Background: an optimization exercise with open tools, aiming at small area. Do not read the settings as production practice.
In this exercise RTL edits were held to simulation tests only and were not proved equivalent to the original.
The flow treats the clock pin as an ideal source, which a real chip does not have.
Power is estimated from default activity; no workload was simulated.

==> v14 <==
==> flow/design.v <==
package rf_pkg;
  localparam int RF_DEPTH  = 32;
  localparam int RF_ADDR_W = 5;
  typedef logic [RF_ADDR_W-1:0] rf_addr_t;
endpackage
module rf_aoi222 (
  input  logic a1,
  input  logic a2,
  input  logic b1,
  input  logic b2,
  input  logic c1,
  input  logic c2,
  output logic y
);
  assign y = ~((a1 & a2) | (b1 & b2) | (c1 & c2));
endmodule
import rf_pkg::*;
module register_file_2r1w #(
  parameter int N = 32
) (
  input  logic                 clk,
  input  logic                 reset,
  input  logic                 Reg_Write_i,
  input  logic [RF_ADDR_W-1:0] Write_Register_i,
  input  logic [RF_ADDR_W-1:0] Read_Register_1_i,
  input  logic [RF_ADDR_W-1:0] Read_Register_2_i,
  input  logic [N-1:0]         Write_Data_i,
  output logic [N-1:0]         Read_Data_1_o,
  output logic [N-1:0]         Read_Data_2_o,
  output logic [N-1:0]         Q1
);
  logic [RF_DEPTH-1:1]        wr_en;
  logic [RF_DEPTH-1:1]        valid_q;
  logic [RF_DEPTH-1:1][N-1:0] reg_q;
  logic [RF_DEPTH-1:1]        sel1;
  logic [RF_DEPTH-1:1]        sel2;
  for (genvar i = 1; i < RF_DEPTH; i++) begin : g_wr_en
    assign wr_en[i] = Reg_Write_i && (Write_Register_i == RF_ADDR_W'(i));
  end
  always_ff @(posedge clk or negedge reset) begin
    if (!reset) valid_q <= '0;
    else        valid_q <= valid_q | wr_en;
  end
  always_ff @(posedge clk) begin
    for (int i = 1; i < RF_DEPTH; i++) begin
      if (wr_en[i]) reg_q[i] <= Write_Data_i;
    end
  end
  for (genvar i = 1; i < RF_DEPTH; i++) begin : g_sel
    assign sel1[i] = valid_q[i] && (Read_Register_1_i == RF_ADDR_W'(i));
    assign sel2[i] = valid_q[i] && (Read_Register_2_i == RF_ADDR_W'(i));
  end
  for (genvar b = 0; b < N; b++) begin : g_bit
    logic [10:0] t1;
    logic [10:0] t2;
    for (genvar k = 0; k < 10; k++) begin : g_aoi
      rf_aoi222 u_r1 (
        .a1(reg_q[3*k+1][b]), .a2(sel1[3*k+1]),
        .b1(reg_q[3*k+2][b]), .b2(sel1[3*k+2]),
        .c1(reg_q[3*k+3][b]), .c2(sel1[3*k+3]),
        .y (t1[k])
      );
      rf_aoi222 u_r2 (
        .a1(reg_q[3*k+1][b]), .a2(sel2[3*k+1]),
        .b1(reg_q[3*k+2][b]), .b2(sel2[3*k+2]),
        .c1(reg_q[3*k+3][b]), .c2(sel2[3*k+3]),
        .y (t2[k])
      );
    end
    assign t1[10] = ~(reg_q[31][b] & sel1[31]);
    assign t2[10] = ~(reg_q[31][b] & sel2[31]);
    assign Read_Data_1_o[b] = ~&t1;
    assign Read_Data_2_o[b] = ~&t2;
  end
  assign Q1 = reg_q[1] & {N{valid_q[1]}};
endmodule
==> flow/run.sh <==
#!/bin/bash
# synth_recipe.tcl (not shown) runs the flow's synth.tcl, then flattens the netlist and writes it again
# the make line also repeats each setting of config.mk as NAME=value (left out here)
make -C /OpenROAD-flow-scripts/flow DESIGN_CONFIG=/design/flow/config.mk WORK_HOME=/design/flow/orfs CLKGATE_MAP_FILE= SYNTH_SCRIPT=/design/flow/synth_recipe.tcl finish
==> flow/config.mk <==
export PLATFORM = sky130hd
export DESIGN_NAME = register_file_2r1w
export DESIGN_NICKNAME = register_file_2r1w
export VERILOG_FILES = /design/flow/design.v
export SDC_FILE = /design/flow/constraint.sdc
export NUM_CORES = 4
export LEC_CHECK = 0
export CAP_MARGIN = 20
export CORE_MARGIN = 2
export CORE_UTILIZATION = 55
export SETUP_SLACK_MARGIN = 0.2
export SLEW_MARGIN = 20
export SYNTH_HIERARCHICAL = 1
==> flow/constraint.sdc <==
create_clock -name core_clock -period 5.0 [get_ports {clk}]
set_input_delay 1.0000 -clock core_clock [delete_from_list [all_inputs] [get_ports {clk}]]
set_output_delay 1.0000 -clock core_clock [all_outputs]
set_load 0.01 [all_outputs]
==> v19: changes against v14 <==
==> flow/design.v, changed modules only <==
module rf_and2 (
  input  logic a,
  input  logic b,
  output logic y
);
  assign y = a & b;
endmodule
module rf_and3 (
  input  logic a,
  input  logic b,
  input  logic c,
  output logic y
);
  assign y = a & b & c;
endmodule
module register_file_2r1w #(
  parameter int N = 32
) (
  input  logic                 clk,
  input  logic                 reset,
  input  logic                 Reg_Write_i,
  input  logic [RF_ADDR_W-1:0] Write_Register_i,
  input  logic [RF_ADDR_W-1:0] Read_Register_1_i,
  input  logic [RF_ADDR_W-1:0] Read_Register_2_i,
  input  logic [N-1:0]         Write_Data_i,
  output logic [N-1:0]         Read_Data_1_o,
  output logic [N-1:0]         Read_Data_2_o,
  output logic [N-1:0]         Q1
);
  logic [RF_DEPTH-1:1]        wr_en;
  logic [RF_DEPTH-1:1]        valid_q;
  logic [RF_DEPTH-1:1][N-1:0] reg_q;
  logic [RF_DEPTH-1:1]        sel1;
  logic [RF_DEPTH-1:1]        sel2;
  logic [3:0] wa_hi, ra1_hi, ra2_hi;
  logic [7:0] wa_lo, ra1_lo, ra2_lo;
  for (genvar j = 0; j < 4; j++) begin : g_pre_hi
    assign wa_hi[j]  = Reg_Write_i && (Write_Register_i[4:3] == 2'(j));
    assign ra1_hi[j] = (Read_Register_1_i[4:3] == 2'(j));
    assign ra2_hi[j] = (Read_Register_2_i[4:3] == 2'(j));
  end
  for (genvar k = 0; k < 8; k++) begin : g_pre_lo
    assign wa_lo[k]  = (Write_Register_i[2:0] == 3'(k));
    assign ra1_lo[k] = (Read_Register_1_i[2:0] == 3'(k));
    assign ra2_lo[k] = (Read_Register_2_i[2:0] == 3'(k));
  end
  for (genvar i = 1; i < RF_DEPTH; i++) begin : g_dec
    rf_and2 u_we (.a(wa_hi[i/8]), .b(wa_lo[i%8]), .y(wr_en[i]));
    rf_and3 u_s1 (.a(valid_q[i]), .b(ra1_hi[i/8]), .c(ra1_lo[i%8]), .y(sel1[i]));
    rf_and3 u_s2 (.a(valid_q[i]), .b(ra2_hi[i/8]), .c(ra2_lo[i%8]), .y(sel2[i]));
  end
  always_ff @(posedge clk or negedge reset) begin
    if (!reset) valid_q <= '0;
    else        valid_q <= valid_q | wr_en;
  end
  always_ff @(posedge clk) begin
    for (int i = 1; i < RF_DEPTH; i++) begin
      if (wr_en[i]) reg_q[i] <= Write_Data_i;
    end
  end
  for (genvar b = 0; b < N; b++) begin : g_bit
    logic [10:0] t1;
    logic [10:0] t2;
    for (genvar k = 0; k < 10; k++) begin : g_aoi
      rf_aoi222 u_r1 (
        .a1(reg_q[3*k+1][b]), .a2(sel1[3*k+1]),
        .b1(reg_q[3*k+2][b]), .b2(sel1[3*k+2]),
        .c1(reg_q[3*k+3][b]), .c2(sel1[3*k+3]),
        .y (t1[k])
      );
      rf_aoi222 u_r2 (
        .a1(reg_q[3*k+1][b]), .a2(sel2[3*k+1]),
        .b1(reg_q[3*k+2][b]), .b2(sel2[3*k+2]),
        .c1(reg_q[3*k+3][b]), .c2(sel2[3*k+3]),
        .y (t2[k])
      );
    end
    assign t1[10] = ~(reg_q[31][b] & sel1[31]);
    assign t2[10] = ~(reg_q[31][b] & sel2[31]);
    assign Read_Data_1_o[b] = ~&t1;
    assign Read_Data_2_o[b] = ~&t2;
  end
  assign Q1 = reg_q[1] & {N{valid_q[1]}};
endmodule
==> flow/flow/run.sh (new file) <==
#!/bin/bash
# Layout flow: the standard synthesis unchanged, then the standard ORFS steps with these
# changes:
# - the port buffers use the smallest buffer cell;
# - before global placement, the AND gates that drive the select and write-enable rows get twice
#   the drive (flow/upsize.tcl), and the repairs may not use the largest data buffers
#   (flow/dont_use.tcl).
# Each step's output goes to its own log in this folder (ORFS also keeps per-stage logs under
# orfs/logs/).
set -euo pipefail
hook="$PWD/flow/dont_use.tcl"
bash standard.sh synth > synth.log 2>&1
bash standard.sh \
  "BUFFER_PORTS_ARGS=-buffer_cell sky130_fd_sc_hd__buf_1" \
  "CTS_ARGS=-sink_clustering_enable -repair_clock_nets -dont_use_dummy_load -buf_list sky130_fd_sc_hd__clkbuf_8 -sink_clustering_size 16 -sink_clustering_max_diameter 60" \
  "PRE_GLOBAL_PLACE_TCL=$PWD/flow/upsize.tcl" "PRE_RESIZE_TCL=$hook" "PRE_DETAIL_PLACE_TCL=$hook" \
  "PRE_CTS_TCL=$hook" "PRE_GLOBAL_ROUTE_TCL=$hook" \
  finish > layout.log 2>&1
==> flow/flow/dont_use.tcl (new file) <==
# Keep the resizer's repair buffers small: the high-fanout select and write-enable nets are
# driven well enough by buf_4/buf_6, and the larger buffers only add area.
set_dont_use {sky130_fd_sc_hd__buf_8 sky130_fd_sc_hd__buf_12 sky130_fd_sc_hd__buf_16
              sky130_fd_sc_hd__bufbuf_8 sky130_fd_sc_hd__bufbuf_16}
==> flow/flow/upsize.tcl (new file) <==
# Before global placement: remove the buffers synthesis inserted (the repairs after placement
# buffer what needs it, knowing the wire loads), then give each AND gate that drives a select or enable line (20 loads or
# more) its 2x drive strength, so the line needs no repair buffers.
remove_buffers
set db [ord::get_db]
foreach inst [[ord::get_db_block] getInsts] {
  set m [[$inst getMaster] getName]
  if {![regexp {^(sky130_fd_sc_hd__and[234]b?)_1$} $m -> base]} continue
  foreach it [$inst getITerms] {
    if {![$it isOutputSignal]} continue
    set net [$it getNet]
    if {$net eq "NULL"} continue
    if {[llength [$net getITerms]] - 1 >= 20} {
      set bigger [$db findMaster ${base}_2]
      if {$bigger ne "NULL"} { $inst swapMaster $bigger }
    }
  }
}
source [file join [file dirname [info script]] dont_use.tcl]
==> flow/standard.sh (new file) <==
#!/bin/bash
# synth_recipe.tcl (not shown) runs the flow's synth.tcl, then flattens the netlist and writes it again
# the make line also repeats each setting of config.mk as NAME=value (left out here)
make -C /OpenROAD-flow-scripts/flow DESIGN_CONFIG=/design/flow/config.mk WORK_HOME=/design/flow/orfs CLKGATE_MAP_FILE= SYNTH_SCRIPT=/design/flow/synth_recipe.tcl "${@:-finish}"
--- a/flow/config.mk
+++ b/flow/config.mk
@@ -9,4 +9,5 @@
 export CORE_MARGIN = 2
 export CORE_UTILIZATION = 55
+export GPL_TIMING_DRIVEN = 0
 export SETUP_SLACK_MARGIN = 0.2
 export SLEW_MARGIN = 20
removed: flow/run.sh
==> v29: changes against v14 <==
==> flow/design.v, changed modules only <==
module rf_and2 (
  input  logic a,
  input  logic b,
  output logic y
);
  assign y = a & b;
endmodule
module rf_and3 (
  input  logic a,
  input  logic b,
  input  logic c,
  output logic y
);
  assign y = a & b & c;
endmodule
module register_file_2r1w #(
  parameter int N = 32
) (
  input  logic                 clk,
  input  logic                 reset,
  input  logic                 Reg_Write_i,
  input  logic [RF_ADDR_W-1:0] Write_Register_i,
  input  logic [RF_ADDR_W-1:0] Read_Register_1_i,
  input  logic [RF_ADDR_W-1:0] Read_Register_2_i,
  input  logic [N-1:0]         Write_Data_i,
  output logic [N-1:0]         Read_Data_1_o,
  output logic [N-1:0]         Read_Data_2_o,
  output logic [N-1:0]         Q1
);
  logic [RF_DEPTH-1:1]        wr_en;
  logic [RF_DEPTH-1:1]        valid_q;
  logic [RF_DEPTH-1:1][N-1:0] reg_q;
  logic [RF_DEPTH-1:1]        sel1;
  logic [RF_DEPTH-1:1]        sel2;
  logic [3:0] wa_hi, ra1_hi, ra2_hi;
  logic [7:0] wa_lo, ra1_lo, ra2_lo;
  for (genvar j = 0; j < 4; j++) begin : g_pre_hi
    assign wa_hi[j]  = Reg_Write_i && (Write_Register_i[4:3] == 2'(j));
    assign ra1_hi[j] = (Read_Register_1_i[4:3] == 2'(j));
    assign ra2_hi[j] = (Read_Register_2_i[4:3] == 2'(j));
  end
  for (genvar k = 0; k < 8; k++) begin : g_pre_lo
    assign wa_lo[k]  = (Write_Register_i[2:0] == 3'(k));
    assign ra1_lo[k] = (Read_Register_1_i[2:0] == 3'(k));
    assign ra2_lo[k] = (Read_Register_2_i[2:0] == 3'(k));
  end
  for (genvar i = 1; i < RF_DEPTH; i++) begin : g_dec
    rf_and2 u_we (.a(wa_hi[i/8]), .b(wa_lo[i%8]), .y(wr_en[i]));
    rf_and3 u_s1 (.a(valid_q[i]), .b(ra1_hi[i/8]), .c(ra1_lo[i%8]), .y(sel1[i]));
    rf_and3 u_s2 (.a(valid_q[i]), .b(ra2_hi[i/8]), .c(ra2_lo[i%8]), .y(sel2[i]));
  end
  always_ff @(posedge clk or negedge reset) begin
    if (!reset) valid_q <= '0;
    else        valid_q <= valid_q | wr_en;
  end
  always_ff @(posedge clk) begin
    for (int i = 1; i < RF_DEPTH; i++) begin
      if (wr_en[i]) reg_q[i] <= Write_Data_i;
    end
  end
  for (genvar b = 0; b < N; b++) begin : g_bit
    logic [10:0] t1;
    logic [10:0] t2;
    for (genvar k = 0; k < 10; k++) begin : g_aoi
      rf_aoi222 u_r1 (
        .a1(reg_q[3*k+1][b]), .a2(sel1[3*k+1]),
        .b1(reg_q[3*k+2][b]), .b2(sel1[3*k+2]),
        .c1(reg_q[3*k+3][b]), .c2(sel1[3*k+3]),
        .y (t1[k])
      );
      rf_aoi222 u_r2 (
        .a1(reg_q[3*k+1][b]), .a2(sel2[3*k+1]),
        .b1(reg_q[3*k+2][b]), .b2(sel2[3*k+2]),
        .c1(reg_q[3*k+3][b]), .c2(sel2[3*k+3]),
        .y (t2[k])
      );
    end
    assign t1[10] = ~(reg_q[31][b] & sel1[31]);
    assign t2[10] = ~(reg_q[31][b] & sel2[31]);
    assign Read_Data_1_o[b] = ~&t1;
    assign Read_Data_2_o[b] = ~&t2;
  end
  assign Q1 = reg_q[1] & {N{valid_q[1]}};
endmodule
==> flow/flow/run.sh (new file) <==
#!/bin/bash
# Layout flow: the standard synthesis unchanged, then the standard ORFS steps with these
# changes:
# - the port buffers use the smallest buffer cell;
# - before global placement, the AND gates that drive the select and write-enable rows get twice
#   the drive (flow/upsize.tcl), and the repairs may not use the largest data buffers
#   (flow/dont_use.tcl).
# Each step's output goes to its own log in this folder (ORFS also keeps per-stage logs under
# orfs/logs/).
set -euo pipefail
hook="$PWD/flow/dont_use.tcl"
bash standard.sh synth > synth.log 2>&1
bash standard.sh \
  "BUFFER_PORTS_ARGS=-buffer_cell sky130_fd_sc_hd__buf_1" \
  "CTS_ARGS=-sink_clustering_enable -repair_clock_nets -dont_use_dummy_load -buf_list sky130_fd_sc_hd__clkbuf_8 -sink_clustering_size 16 -sink_clustering_max_diameter 60" \
  "PRE_GLOBAL_PLACE_TCL=$PWD/flow/upsize.tcl" "PRE_RESIZE_TCL=$hook" "PRE_DETAIL_PLACE_TCL=$hook" \
  "PRE_CTS_TCL=$hook" "PRE_GLOBAL_ROUTE_TCL=$hook" \
  finish > layout.log 2>&1
==> flow/flow/dont_use.tcl (new file) <==
# Keep the resizer's repair buffers small: the high-fanout select and write-enable nets are
# driven well enough by buf_4/buf_6, and the larger buffers only add area.
set_dont_use {sky130_fd_sc_hd__buf_8 sky130_fd_sc_hd__buf_12 sky130_fd_sc_hd__buf_16
              sky130_fd_sc_hd__bufbuf_8 sky130_fd_sc_hd__bufbuf_16}
==> flow/flow/upsize.tcl (new file) <==
# Before global placement: remove the buffers synthesis inserted (the repairs after placement
# buffer what needs it, knowing the wire loads), then give each AND gate that drives a select or enable line (20 loads or
# more) its 2x drive strength, so the line needs no repair buffers.
remove_buffers
set db [ord::get_db]
foreach inst [[ord::get_db_block] getInsts] {
  set m [[$inst getMaster] getName]
  if {![regexp {^(sky130_fd_sc_hd__and[234]b?)_1$} $m -> base]} continue
  foreach it [$inst getITerms] {
    if {![$it isOutputSignal]} continue
    set net [$it getNet]
    if {$net eq "NULL"} continue
    if {[llength [$net getITerms]] - 1 >= 20} {
      set bigger [$db findMaster ${base}_2]
      if {$bigger ne "NULL"} { $inst swapMaster $bigger }
    }
  }
}
source [file join [file dirname [info script]] dont_use.tcl]
==> flow/standard.sh (new file) <==
#!/bin/bash
# synth_recipe.tcl (not shown) runs the flow's synth.tcl, then flattens the netlist and writes it again
# the make line also repeats each setting of config.mk as NAME=value (left out here)
make -C /OpenROAD-flow-scripts/flow DESIGN_CONFIG=/design/flow/config.mk WORK_HOME=/design/flow/orfs CLKGATE_MAP_FILE= SYNTH_SCRIPT=/design/flow/synth_recipe.tcl "${@:-finish}"
--- a/flow/config.mk
+++ b/flow/config.mk
@@ -8,5 +8,6 @@
 export CAP_MARGIN = 20
 export CORE_MARGIN = 2
-export CORE_UTILIZATION = 55
+export CORE_UTILIZATION = 60
+export GPL_TIMING_DRIVEN = 0
 export SETUP_SLACK_MARGIN = 0.2
 export SLEW_MARGIN = 20
removed: flow/run.sh
==> run summary <==
Final nets: v14 2,599; v29 2,392; v19 2,393
Max-slew headroom: v14 0.247; v29 0.184; v19 0.205
Outcome: v14 complete, no violations; v29 complete, no violations; v19 complete, no violations
Worst Setup Slack post-DPL: v14 -117 ps; v29 88.9 ps; v19 84.4 ps
Number of filler cells placed in the layout: v14 4,984; v29 4,587; v19 5,325
Comb. pwr: v14 1330 uW; v29 1070 uW; v19 1070 uW
Most frequent cell on the critical path: v14 -; v29 buf_1; v19 buf_1
Final critical-path share of the clock period: v14 0.973; v29 0.969; v19 0.955
Worst Setup SP: v14 Read_Register_2_i[1]; v29 Read_Register_2_i[1]; v19 Read_Register_1_i[3]
Number of multi-input combinational cells in the layout: v14 1,099; v29 1,091; v19 1,091
Placed Cells incl. Taps: v14 3,397; v29 3,126; v19 3,214
Synth Instances: v14 2,139; v29 2,123; v19 2,123
Final core utilization: v14 0.666; v29 0.653; v19 0.601
Crit path largest cell delay: v14 520 ps; v29 870 ps; v19 1040 ps
Global-route met1 utilization: v14 0.528; v29 0.525; v19 0.508

==> port drivers added, routing unchanged <==
In the flow no input, the clock included, has a driving cell. The finished layouts below were timed again as built, in two steps. Step 1 sets driving cells, clkbuf_16 on the clock port and buf_2 on the other inputs (assumed; they add their load-dependent delay and slew). Step 2, shift: input delay + t, output delay - t, t = (earliest + latest rising clock arrival at the registers) / 2. This alone moves slack from input paths to output paths. Slacks: no drivers / after step 1 / after step 2; pairs: no drivers / after step 1.
run | shift t [ns] | setup slack, ns | cell pins on the clock port's net
v14 | 0.732 | 0.133 / 0.106 / 0.106 | 1
v19 | 0.752 | 0.225 / 0.203 / 0.203 | 1
v29 | 0.760 | 0.154 / 0.129 / 0.129 | 1
After both steps every run listed still meets setup and hold. The setup slack of v14, which loses most, moves by -0.027 ns with the drivers and by -0.027 ns with both steps.
